Background: an optimization exercise with open tools, aiming at a short achievable clock period and few clock cycles per item. Do not read the settings as production practice.
Function was checked by simulation only, so behaviour that the tests miss may differ from the original.
Power figures rest on the tool's default switching activity, not on a simulated workload.

**flow/run.sh**
```bash
#!/bin/bash
# synth_recipe.tcl (not shown) runs the flow's synth.tcl, then flattens the netlist and writes it again
# the make line also repeats each setting of config.mk as NAME=value (left out here)
make -C /OpenROAD-flow-scripts/flow DESIGN_CONFIG=/design/flow/config.mk WORK_HOME=/design/flow/orfs CLKGATE_MAP_FILE= SYNTH_SCRIPT=/design/flow/synth_recipe.tcl finish
```
**flow/config.mk**
```make
export PLATFORM = sky130hd
export DESIGN_NAME = memStage
export DESIGN_NICKNAME = memStage
export VERILOG_FILES = /design/flow/design.v
export SDC_FILE = /design/flow/constraint.sdc
export NUM_CORES = 4
export LEC_CHECK = 0
export CAP_MARGIN = 40
export CORE_MARGIN = 2
export CORE_UTILIZATION = 35
export SLEW_MARGIN = 20
```
**flow/constraint.sdc**
```tcl
create_clock -name core_clock -period 9.0 [get_ports {CLK}]
set_input_delay 1.8000 -clock core_clock [delete_from_list [all_inputs] [get_ports {CLK}]]
set_output_delay 1.8000 -clock core_clock [all_outputs]
set_load 0.01 [all_outputs]
```
**flow/design.v**
```verilog
`default_nettype none
package memStagePkg;
   typedef logic [31:0] wordT;
   typedef logic [31:0] addrT;
   typedef enum logic [1:0] {
      sizeByte = 2'd0,
      sizeHalf = 2'd1,
      sizeWord = 2'd2
   } accessSizeT;
   typedef struct packed {
      logic       isLoad;
      logic       isStore;
      accessSizeT size;
      addrT       addr;
      wordT       storeData;
   } dataReqT;
   typedef struct packed {
      logic read;
      logic write;
      addrT addr;
      wordT wrData;
   } busReqT;
   localparam int defaultOffsetBits = 2;
   localparam int defaultIIndexBits = 4;
   localparam int defaultDIndexBits = 4;
endpackage
`default_nettype wire
`timescale 1ns/1ns
`default_nettype none
module cacheArray #(
   parameter int indexBits  = 4,
   parameter int entryWidth = 1
) (
   input  wire                  CLK,
   input  wire                  wrEn,
   input  wire [indexBits-1:0]  wrIndex,
   input  wire [entryWidth-1:0] wrEntry,
   input  wire [indexBits-1:0]  rdIndex,
   output logic [entryWidth-1:0] rdEntry
);
   logic [entryWidth-1:0] entries [2**indexBits];
   always_ff @(posedge CLK) begin
      if (wrEn) begin
         entries[wrIndex] <= wrEntry;
      end
   end
   assign rdEntry = entries[rdIndex];
endmodule
`default_nettype wire
`timescale 1ns/1ns
`default_nettype none
module instCache #(
   parameter int indexBits  = 4,
   parameter int offsetBits = 2
) (
   input  wire                     CLK,
   input  wire                     MRST,
   input  wire memStagePkg::addrT  fetchAddr,
   output memStagePkg::wordT       instr,
   output logic                    iStall,
   output memStagePkg::busReqT     busReq,
   input  wire                     grant,
   input  wire                     memValid,
   input  wire memStagePkg::wordT  memRdData
);
   localparam int tagBits = 32 - indexBits - offsetBits - 2;
   typedef struct packed {
      logic               valid;
      logic [tagBits-1:0] tag;
   } tagEntryT;
   typedef enum logic [1:0] {idle, waitMem, refill} stateT;
   stateT                 state;
   logic [offsetBits-1:0] lineOffset;
   logic                  sweeping;
   logic [indexBits-1:0]  sweepIdx;
   logic [tagBits-1:0]    addrTag;
   logic [indexBits-1:0]  addrIdx;
   logic [offsetBits-1:0] addrOff;
   tagEntryT              tagRd;
   tagEntryT              tagWr;
   memStagePkg::wordT                  wordRd;
   logic                  hit;
   logic                  wordIn;
   logic                  lastWord;
   assign addrTag = fetchAddr[31 -: tagBits];
   assign addrIdx = fetchAddr[offsetBits+2 +: indexBits];
   assign addrOff = fetchAddr[2 +: offsetBits];
   cacheArray #(.indexBits(indexBits), .entryWidth($bits(tagRd))) tagArray (
      .CLK     (CLK),
      .wrEn    (sweeping | (wordIn & lastWord)),
      .wrIndex (sweeping ? sweepIdx : addrIdx),
      .wrEntry (tagWr),
      .rdIndex (addrIdx),
      .rdEntry (tagRd)
   );
   cacheArray #(.indexBits(indexBits + offsetBits), .entryWidth($bits(wordRd))) dataArray (
      .CLK     (CLK),
      .wrEn    (wordIn),
      .wrIndex ({addrIdx, lineOffset}),
      .wrEntry (memRdData),
      .rdIndex ({addrIdx, addrOff}),
      .rdEntry (wordRd)
   );
   always_comb begin
      tagWr.valid = ~sweeping;
      tagWr.tag   = addrTag;
   end
   assign hit      = tagRd.valid & (tagRd.tag == addrTag);
   assign iStall   = sweeping | (state != idle) | ~hit;
   assign instr    = iStall ? '0 : wordRd;
   assign wordIn   = grant & memValid & (state != idle);
   assign lastWord = (lineOffset == '1);
   always_comb begin
      busReq.read   = (state != idle);
      busReq.write  = 1'b0;
      busReq.addr   = {fetchAddr[31:offsetBits+2], {(offsetBits + 2){1'b0}}};
      busReq.wrData = '0;
   end
   always_ff @(posedge CLK) begin
      if (MRST) begin
         state      <= idle;
         lineOffset <= '0;
         sweeping   <= 1'b1;
         sweepIdx   <= '0;
      end else begin
         if (sweeping) begin
            sweepIdx <= sweepIdx + 1'b1;
            if (sweepIdx == '1) begin
               sweeping <= 1'b0;
            end
         end
         case (state)
            idle: begin
               if (!sweeping && !hit) begin
                  state <= waitMem;
               end
            end
            waitMem, refill: begin
               if (wordIn) begin
                  lineOffset <= lineOffset + 1'b1;
                  state      <= lastWord ? idle : refill;
               end
            end
            default: state <= idle;
         endcase
      end
   end
endmodule
`default_nettype wire
`timescale 1ns/1ns
`default_nettype none
module dataCache #(
   parameter int indexBits  = 4,
   parameter int offsetBits = 2
) (
   input  wire                       CLK,
   input  wire                       MRST,
   input  wire memStagePkg::dataReqT dataReq,
   output memStagePkg::wordT         loadData,
   output logic                      dStall,
   output memStagePkg::busReqT       busReq,
   input  wire                       grant,
   input  wire                       memValid,
   input  wire memStagePkg::wordT    memRdData
);
   localparam int tagBits = 32 - indexBits - offsetBits - 2;
   typedef struct packed {
      logic               valid;
      logic               dirty;
      logic [tagBits-1:0] tag;
   } tagEntryT;
   typedef enum logic [2:0] {idle, storeHit, writeBack, waitMem, refill} stateT;
   stateT                           state;
   logic [offsetBits-1:0]           lineOffset;
   logic                            sweeping;
   logic [indexBits-1:0]            sweepIdx;
   logic [indexBits+offsetBits-1:0] stWordIdx;
   memStagePkg::wordT                            stWord;
   logic [tagBits-1:0]              addrTag;
   logic [indexBits-1:0]            addrIdx;
   logic [offsetBits-1:0]           addrOff;
   tagEntryT                        tagRd;
   tagEntryT                        tagWr;
   logic                            tagWe;
   memStagePkg::wordT                            wordRd;
   logic                            active;
   logic                            hit;
   logic                            storeHitNow;
   logic                            wordIn;
   logic                            lastWord;
   logic [4:0]                      laneShift;
   memStagePkg::wordT                            laneMask;
   memStagePkg::wordT                            merged;
   assign addrTag = dataReq.addr[31 -: tagBits];
   assign addrIdx = dataReq.addr[offsetBits+2 +: indexBits];
   assign addrOff = dataReq.addr[2 +: offsetBits];
   cacheArray #(.indexBits(indexBits), .entryWidth($bits(tagRd))) tagArray (
      .CLK     (CLK),
      .wrEn    (tagWe),
      .wrIndex (sweeping ? sweepIdx : addrIdx),
      .wrEntry (tagWr),
      .rdIndex (addrIdx),
      .rdEntry (tagRd)
   );
   cacheArray #(.indexBits(indexBits + offsetBits), .entryWidth($bits(wordRd))) dataArray (
      .CLK     (CLK),
      .wrEn    ((state == storeHit) | wordIn),
      .wrIndex ((state == storeHit) ? stWordIdx : {addrIdx, lineOffset}),
      .wrEntry ((state == storeHit) ? stWord : memRdData),
      .rdIndex ((state == writeBack) ? {addrIdx, lineOffset} : {addrIdx, addrOff}),
      .rdEntry (wordRd)
   );
   assign active      = dataReq.isLoad | dataReq.isStore;
   assign hit         = tagRd.valid & (tagRd.tag == addrTag);
   assign storeHitNow = (state == idle) & ~sweeping & dataReq.isStore & hit;
   assign wordIn      = grant & memValid & ((state == waitMem) | (state == refill));
   assign lastWord    = (lineOffset == '1);
   assign dStall      = sweeping | (state == storeHit) | (active & (~hit | (state != idle)));
   assign loadData    = dataReq.isLoad ? wordRd : '0;
   always_comb begin
      case (dataReq.size)
         memStagePkg::sizeByte: begin
            laneShift = {~dataReq.addr[1:0], 3'b000};
            laneMask  = 32'h0000_00ff << laneShift;
         end
         memStagePkg::sizeHalf: begin
            laneShift = {~dataReq.addr[1], 4'b0000};
            laneMask  = 32'h0000_ffff << laneShift;
         end
         default: begin
            laneShift = 5'd0;
            laneMask  = '1;
         end
      endcase
      merged = (wordRd & ~laneMask) | ((dataReq.storeData << laneShift) & laneMask);
   end
   assign tagWe = sweeping | storeHitNow | (wordIn & lastWord)
                | ((state == writeBack) & grant & lastWord);
   always_comb begin
      tagWr.valid = ~sweeping;
      tagWr.dirty = ~sweeping & (state == idle);
      tagWr.tag   = (state == writeBack) ? tagRd.tag : addrTag;
   end
   always_comb begin
      busReq.read   = (state == waitMem) | (state == refill);
      busReq.write  = (state == writeBack);
      busReq.wrData = wordRd;
      if (state == writeBack) begin
         busReq.addr = {tagRd.tag, addrIdx, lineOffset, 2'b00};
      end else begin
         busReq.addr = {addrTag, addrIdx, {(offsetBits + 2){1'b0}}};
      end
   end
   always_ff @(posedge CLK) begin
      if (storeHitNow) begin
         stWordIdx <= {addrIdx, addrOff};
         stWord    <= merged;
      end
   end
   always_ff @(posedge CLK) begin
      if (MRST) begin
         state      <= idle;
         lineOffset <= '0;
         sweeping   <= 1'b1;
         sweepIdx   <= '0;
      end else begin
         if (sweeping) begin
            sweepIdx <= sweepIdx + 1'b1;
            if (sweepIdx == '1) begin
               sweeping <= 1'b0;
            end
         end
         case (state)
            idle: begin
               if (!sweeping && active && !hit) begin
                  state <= (tagRd.valid && tagRd.dirty) ? writeBack : waitMem;
               end else if (storeHitNow) begin
                  state <= storeHit;
               end
            end
            storeHit: state <= idle;
            writeBack: begin
               if (grant) begin
                  lineOffset <= lineOffset + 1'b1;
                  if (lastWord) begin
                     state <= idle;
                  end
               end
            end
            waitMem, refill: begin
               if (wordIn) begin
                  lineOffset <= lineOffset + 1'b1;
                  state      <= lastWord ? idle : refill;
               end
            end
            default: state <= idle;
         endcase
      end
   end
endmodule
`default_nettype wire
`timescale 1ns/1ns
`default_nettype none
module memBusArbiter (
   input  wire                      CLK,
   input  wire                      MRST,
   input  wire memStagePkg::busReqT iBusReq,
   input  wire memStagePkg::busReqT dBusReq,
   input  wire                      iStall,
   input  wire                      dStall,
   output logic                     iGrant,
   output logic                     dGrant,
   output logic                     iMemValid,
   output logic                     dMemValid,
   input  wire                      memValid,
   output logic                     memRead,
   output logic                     memWrite,
   output memStagePkg::addrT        memAddr,
   output memStagePkg::wordT        memWrData,
   output logic                     pipeInhibit,
   output logic                     pcInhibit
);
   typedef enum logic [1:0] {busIdle, busInst, busData} ownerT;
   ownerT  owner;
   memStagePkg::busReqT sel;
   always_ff @(posedge CLK) begin
      if (MRST) begin
         owner <= busIdle;
      end else begin
         case (owner)
            busIdle: begin
               if (dBusReq.read || dBusReq.write) begin
                  owner <= busData;
               end else if (iBusReq.read || iBusReq.write) begin
                  owner <= busInst;
               end
            end
            busInst: if (!(iBusReq.read || iBusReq.write)) owner <= busIdle;
            busData: if (!(dBusReq.read || dBusReq.write)) owner <= busIdle;
            default: owner <= busIdle;
         endcase
      end
   end
   assign iGrant = (owner == busInst);
   assign dGrant = (owner == busData);
   assign sel       = dGrant ? dBusReq : iBusReq;
   assign memRead   = (iGrant | dGrant) & sel.read;
   assign memWrite  = (iGrant | dGrant) & sel.write;
   assign memAddr   = sel.addr;
   assign memWrData = sel.wrData;
   assign iMemValid = iGrant & memValid;
   assign dMemValid = dGrant & memValid;
   assign pipeInhibit = iStall | dStall;
   always_ff @(posedge CLK) begin
      if (MRST) begin
         pcInhibit <= 1'b0;
      end else begin
         pcInhibit <= pipeInhibit;
      end
   end
endmodule
`default_nettype wire
`timescale 1ns/1ns
`default_nettype none
module memStage #(
   parameter int offsetBits = memStagePkg::defaultOffsetBits,
   parameter int iIndexBits = memStagePkg::defaultIIndexBits,
   parameter int dIndexBits = memStagePkg::defaultDIndexBits
) (
   input  wire                       CLK,
   input  wire                       MRST,
   input  wire [31:0]                fetchAddr,
   output logic [31:0]               instr,
   input  wire                       dataIsLoad,
   input  wire                       dataIsStore,
   input  wire [1:0]                 dataSize,
   input  wire [31:0]                dataAddr,
   input  wire [31:0]                dataStoreData,
   output logic [31:0]               loadData,
   output logic                      memRead,
   output logic                      memWrite,
   output logic [31:0]               memAddr,
   output logic [31:0]               memWrData,
   input  wire [31:0]                memRdData,
   input  wire                       memValid,
   output logic                      pipeInhibit,
   output logic                      pcInhibit
);
   logic   iStall;
   logic   dStall;
   logic   iGrant;
   logic   dGrant;
   logic   iMemValid;
   logic   dMemValid;
   memStagePkg::busReqT iBusReq;
   memStagePkg::busReqT dBusReq;
   memStagePkg::dataReqT dataReq;
   assign dataReq.isLoad    = dataIsLoad;
   assign dataReq.isStore   = dataIsStore;
   assign dataReq.size      = memStagePkg::accessSizeT'(dataSize);
   assign dataReq.addr      = dataAddr;
   assign dataReq.storeData = dataStoreData;
   instCache #(.indexBits(iIndexBits), .offsetBits(offsetBits)) iCache (
      .CLK       (CLK),
      .MRST      (MRST),
      .fetchAddr (fetchAddr),
      .instr     (instr),
      .iStall    (iStall),
      .busReq    (iBusReq),
      .grant     (iGrant),
      .memValid  (iMemValid),
      .memRdData (memRdData)
   );
   dataCache #(.indexBits(dIndexBits), .offsetBits(offsetBits)) dCache (
      .CLK       (CLK),
      .MRST      (MRST),
      .dataReq   (dataReq),
      .loadData  (loadData),
      .dStall    (dStall),
      .busReq    (dBusReq),
      .grant     (dGrant),
      .memValid  (dMemValid),
      .memRdData (memRdData)
   );
   memBusArbiter arbiter (
      .CLK         (CLK),
      .MRST        (MRST),
      .iBusReq     (iBusReq),
      .dBusReq     (dBusReq),
      .iStall      (iStall),
      .dStall      (dStall),
      .iGrant      (iGrant),
      .dGrant      (dGrant),
      .iMemValid   (iMemValid),
      .dMemValid   (dMemValid),
      .memValid    (memValid),
      .memRead     (memRead),
      .memWrite    (memWrite),
      .memAddr     (memAddr),
      .memWrData   (memWrData),
      .pipeInhibit (pipeInhibit),
      .pcInhibit   (pcInhibit)
   );
endmodule
`default_nettype wire
```
==> run summary <==
[synthesized netlist by cell type (7+ instances only)]
| cell | n |
|---|---|
| nor2b_1 | 47 |
| o211ai_1 | 20 |
| a2111oi_2 | 8 |
| xor2_1 | 21 |
| and2_1 | 33 |
| mux2_2 | 93 |
| and3_1 | 9 |
| o22ai_1 | 94 |
| xnor2_1 | 29 |
| o21a_1 | 11 |
| buf_6 | 7 |
| ha_1 | 9 |
| nand2b_1 | 21 |
| a211oi_1 | 25 |
| nor4_1 | 11 |
| edfxtp_1 | 4950 |
| buf_4 | 36 |
| mux4_2 | 1290 |
| mux2i_1 | 316 |
| nor4_2 | 7 |
| nand4_1 | 11 |
| nor3_1 | 46 |
| nand3_1 | 19 |
| o21ai_0 | 52 |
| a32oi_1 | 39 |
| nand2_1 | 416 |
| a221oi_1 | 28 |
| buf_2 | 145 |
| a222oi_1 | 8 |
| a31oi_1 | 19 |
| buf_1 | 71 |
| nor2_1 | 269 |
| nand3b_1 | 8 |
| clkbuf_1 | 213 |
| inv_1 | 19 |
| a21oi_1 | 42 |
| or3_1 | 9 |
| dfxtp_1 | 22 |
| a32o_1 | 20 |
| a2111oi_0 | 17 |
| a22oi_1 | 45 |
[placed cells by master (no fill, tap or decap), types with 94 or more instances in the layout]
cell and count:
edfxtp_1 4950, mux4_2 1290, clkbuf_16 535, buf_4 426, nand2_1 383, mux2i_1 314
clkdlybuf4s50_1 214, nor2_4 154, clkbuf_1 124, clkinv_1 112, nor2_1 110, o22ai_1 94
[registers in the layout, summed over array words and instances, names as in the netlist, 2 cells and up]
| name | count |
|---|---|
| dCache.dataArray.entries | 2048 |
| iCache.dataArray.entries | 2048 |
| dCache.tagArray.entries | 416 |
| iCache.tagArray.entries | 400 |
| dCache.stWord | 32 |
| dCache.stWordIdx | 6 |
| dCache.sweepIdx | 4 |
| iCache.sweepIdx | 4 |
| dCache.state | 3 |
| arbiter.owner | 2 |
| dCache.lineOffset | 2 |
| iCache.lineOffset | 2 |
| iCache.state | 2 |
[worst paths after layout]
| kind | to | startpoint |
|---|---|---|
| worst max register to register | dCache.tagArray.entries[14][1]$_DFFE_PP_ | dCache.tagArray.entries[7][4]$_DFFE_PP_ |
| worst max-delay path | instr[14] | fetchAddr[4] |
| worst min-delay path | iCache.state[1]$_SDFFE_PP0P_ | iCache.state[1]$_SDFFE_PP0P_ |
| worst min register to register | iCache.state[1]$_SDFFE_PP0P_ | iCache.state[1]$_SDFFE_PP0P_ |
[cells by family after synthesis]
logic type,after synthesis,synth area share
flip-flops,4972,0.773
multiplexers,1699,0.173
AND/OR/NAND/NOR,937,0.0218
buffers and inverters,494,0.0115
AO/OA/AOI/OAI,469,0.0178
XOR/XNOR,50,0.00227
adder cells (fa/ha/maj),9,0.000584
other,1,0.0000195
[stage by stage]
step | cell area [µm²] | util
finish | 225000 | 0.411
global route | 225000 | 0.411
CTS | 225000 | 0.411
detailed placement | 209000 | 0.381
global placement | 207000 | 0.378
floorplan | 193000 | -
[metal layers]
layer,up-vias,global-route usage,wire length [µm]
met1,51700,0.252,211000
met4,8,0.0503,15500
met2,4668,0.316,265000
met5,-,0,42
met3,788,0.0368,48400
li1,38200,-,-
[power by group through the flow]
stage / sequential [µW] / combinational, µW / clock [µW]
6_report: 25600 / 2750 / 20700
5_1_grt: 25600 / 2880 / 21900
4_1_cts: 25600 / 2740 / 21000
3_5_place_dp: 26100 / 2740 / 0
3_3_place_gp: 26100 / 2630 / 0
2_1_floorplan: 26100 / 1430 / 0
[critical path, delay by kind of cell]
kind / cells / cell delay, ps
AO/OA/AOI/OAI: 1 / 640
multiplexers: 2 / 1050
XOR/XNOR: 1 / 190
buffers and inverters: 3 / 1230
AND/OR/NAND/NOR: 4 / 1600
[layout make-up]
cell class	instances	area, µm²
timing repair buffer	790	7830
clock inverter	265	2450
antenna	12	30.0
fill	47300	323000
tap	7261	9080
clock buffer	661	13900
multi-input combinational	3166	43000
sequential	4972	149000
inverter	22	92.6
==> flow_metrics.py <==
metrics = {
    "outcome": {
        "status": "complete, no violations",
    },
    "route": {
        "first_iter_violations": 12000,
        "num_vias": 95300,
        "wl_per_cell_um": 31.5,
        "drt_wl_total_um": 540000,
        "drc": 0,
        "vias_per_cell": 5.56,
        "postRouteAntennaNets": 0,
        "first_pass_iters": 8,
    },
    "logic_synthesis": {
        "synth.avg_cell_area_um2": 22.3,
        "synthArstFlopShare": 0,
        "yosys.area.top_type_share": 0.771,
        "ys.flop_type": "edfxtp_1",
        "synthDistinctLibCells": 77,
        "ys_ff_latch": 4972,
        "synth_edf_count": 4950,
        "synthesis.area_um2": 193000,
        "synth.area.top_cells": "edfxtp_1 (77%), mux4_2 (15%), mux2i_1 (1.6%)",
        "synth_top_area_cell": "edfxtp_1",
        "yosysWarnings": 6,
        "ys_seq_area_frac": 0.773,
        "syn_inst": 8631,
    },
    "clock_network": {
        "clk_latency_ps": 1070,
        "path_clk_slew_ps": 60,
        "post_cts_buffers": 0,
        "htree_levels": 6,
        "clock-sinks": 4972,
        "cts_buffers": 522,
        "hold_buffers": 0,
        "clockBufferDepth": 4,
        "ctsRootBufferMaster": "clkbuf_16",
        "cts_resized": 0,
        "cts_tree": "yes",
    },
    "power": {
        "internal_power_uw": 38300,
        "switching_share": 0.219,
        "power_density_nw_per_um2": 218,
        "power.share.clock": 0.422,
        "p_leak_uw": 0.0703,
        "p_seq_frac": 0.522,
        "finalPower_uw": 49000,
        "power_switching_uw": 10700,
        "pwr-share-comb": 0.056,
        "peakVddDrop_v": 0.000213,
    },
    "worst_setup_path": {
        "path_cells": "buf_8, mux4_2, mux4_2, xor2_1, or4_1, nor4_1, and4_1, nand2_2, buf_12, a2111oi_2, clkdlybuf4s50_1",
        "r2r_cells": 11,
        "cp.arrival_ps": 6720,
        "worst_setup_path_end_kind": "output port",
        "criticalPathCategory": "primary input to output port",
        "cpPeakStageDelay_ps": 660,
        "worst_path_max_delay_cell": "clkdlybuf4s50_1",
        "worstPathMaxFanout": 35,
        "cpMostUsedCell": "mux4_2",
        "required_ps": 7200,
        "r2r_slack_ps": 3930,
        "worst_setup_path_start_kind": "primary input",
    },
    "timing": {
        "final-hold-violation-count": 0,
        "post-route-period-util": 0.947,
        "timing.hold.ws_ps": 542,
        "setup_viol": 0,
        "rsz0062_at_grt": "no",
        "setup_tns_ps": 0,
        "maxSlewHeadroom": 0.336,
        "setup_ws_ps": 480,
        "clock.fmax_mhz": 117,
        "max_slew.worst_pin.slew_ps": 997,
        "fin_worst_skew_ps": 108,
        "drv_slew": 0,
        "min_period_ps": 8520,
    },
    "final_layout": {
        "areaGrowthSynthToFinish_pct": 16.9,
        "nNetsFinal": 9618,
        "drive_gt1_frac": 0.295,
        "final_cell_count_no_fill": 17100,
    },
    "floorplanning": {
        "start_util": 0.351,
        "die_y_um": 746,
        "fp-row-count": 272,
        "io_pins": 267,
        "core_um2": 549000,
        "die_w_um": 746,
        "dieArea_um2": 557000,
    },
    "hold_path": {
        "hold_class": "register to register",
        "hold_depth": 2,
    },
    "placed_design": {
        "hpwl_um": 318000,
        "dp.cells": 16200,
        "io_buffer_count": 262,
        "dp_slack_ps": 457,
        "place_congestion": 0.812,
    },
    "global_route": {
        "grt_max_degree": 101,
        "antenna_found_initial": 44,
        "grt_pass1_wl_um": 750000,
        "gr-total-overflow": 0,
        "track_usage": 0.188,
        "grt_pass1_vias": 96900,
    },
    "job": {
        "drv_cap": 0,
    },
}
Testbench counts, summed over its fixed seeds: cycles 392,080, items 80,000.

-- re-timing with driven ports --
The results above use ideal ports. As a check the final layout listed here was re-extracted and re-timed, cells and wires unchanged.
Step 1, drivers: a clkbuf_16 drives CLK and a buf_2 each remaining input, both assumed.
Step 2 moves the port delays by t, midway between the first and last clock arrival at a register: inputs arrive t later, outputs are due t later. That takes back most of the time a late clock gives input paths.
Three values: no drivers, after step 1, after step 2; two values: the first two.
shift t [ns]: 1.135
setup WS [ns]: 0.480 / 0.382 / 0.382
worst setup path at the end: input to output
cell pins on the clock port's net: 1
After both steps setup and hold are still met in this run. The setup slack of this run moves by -0.098 ns with the drivers and by -0.098 ns with both steps.
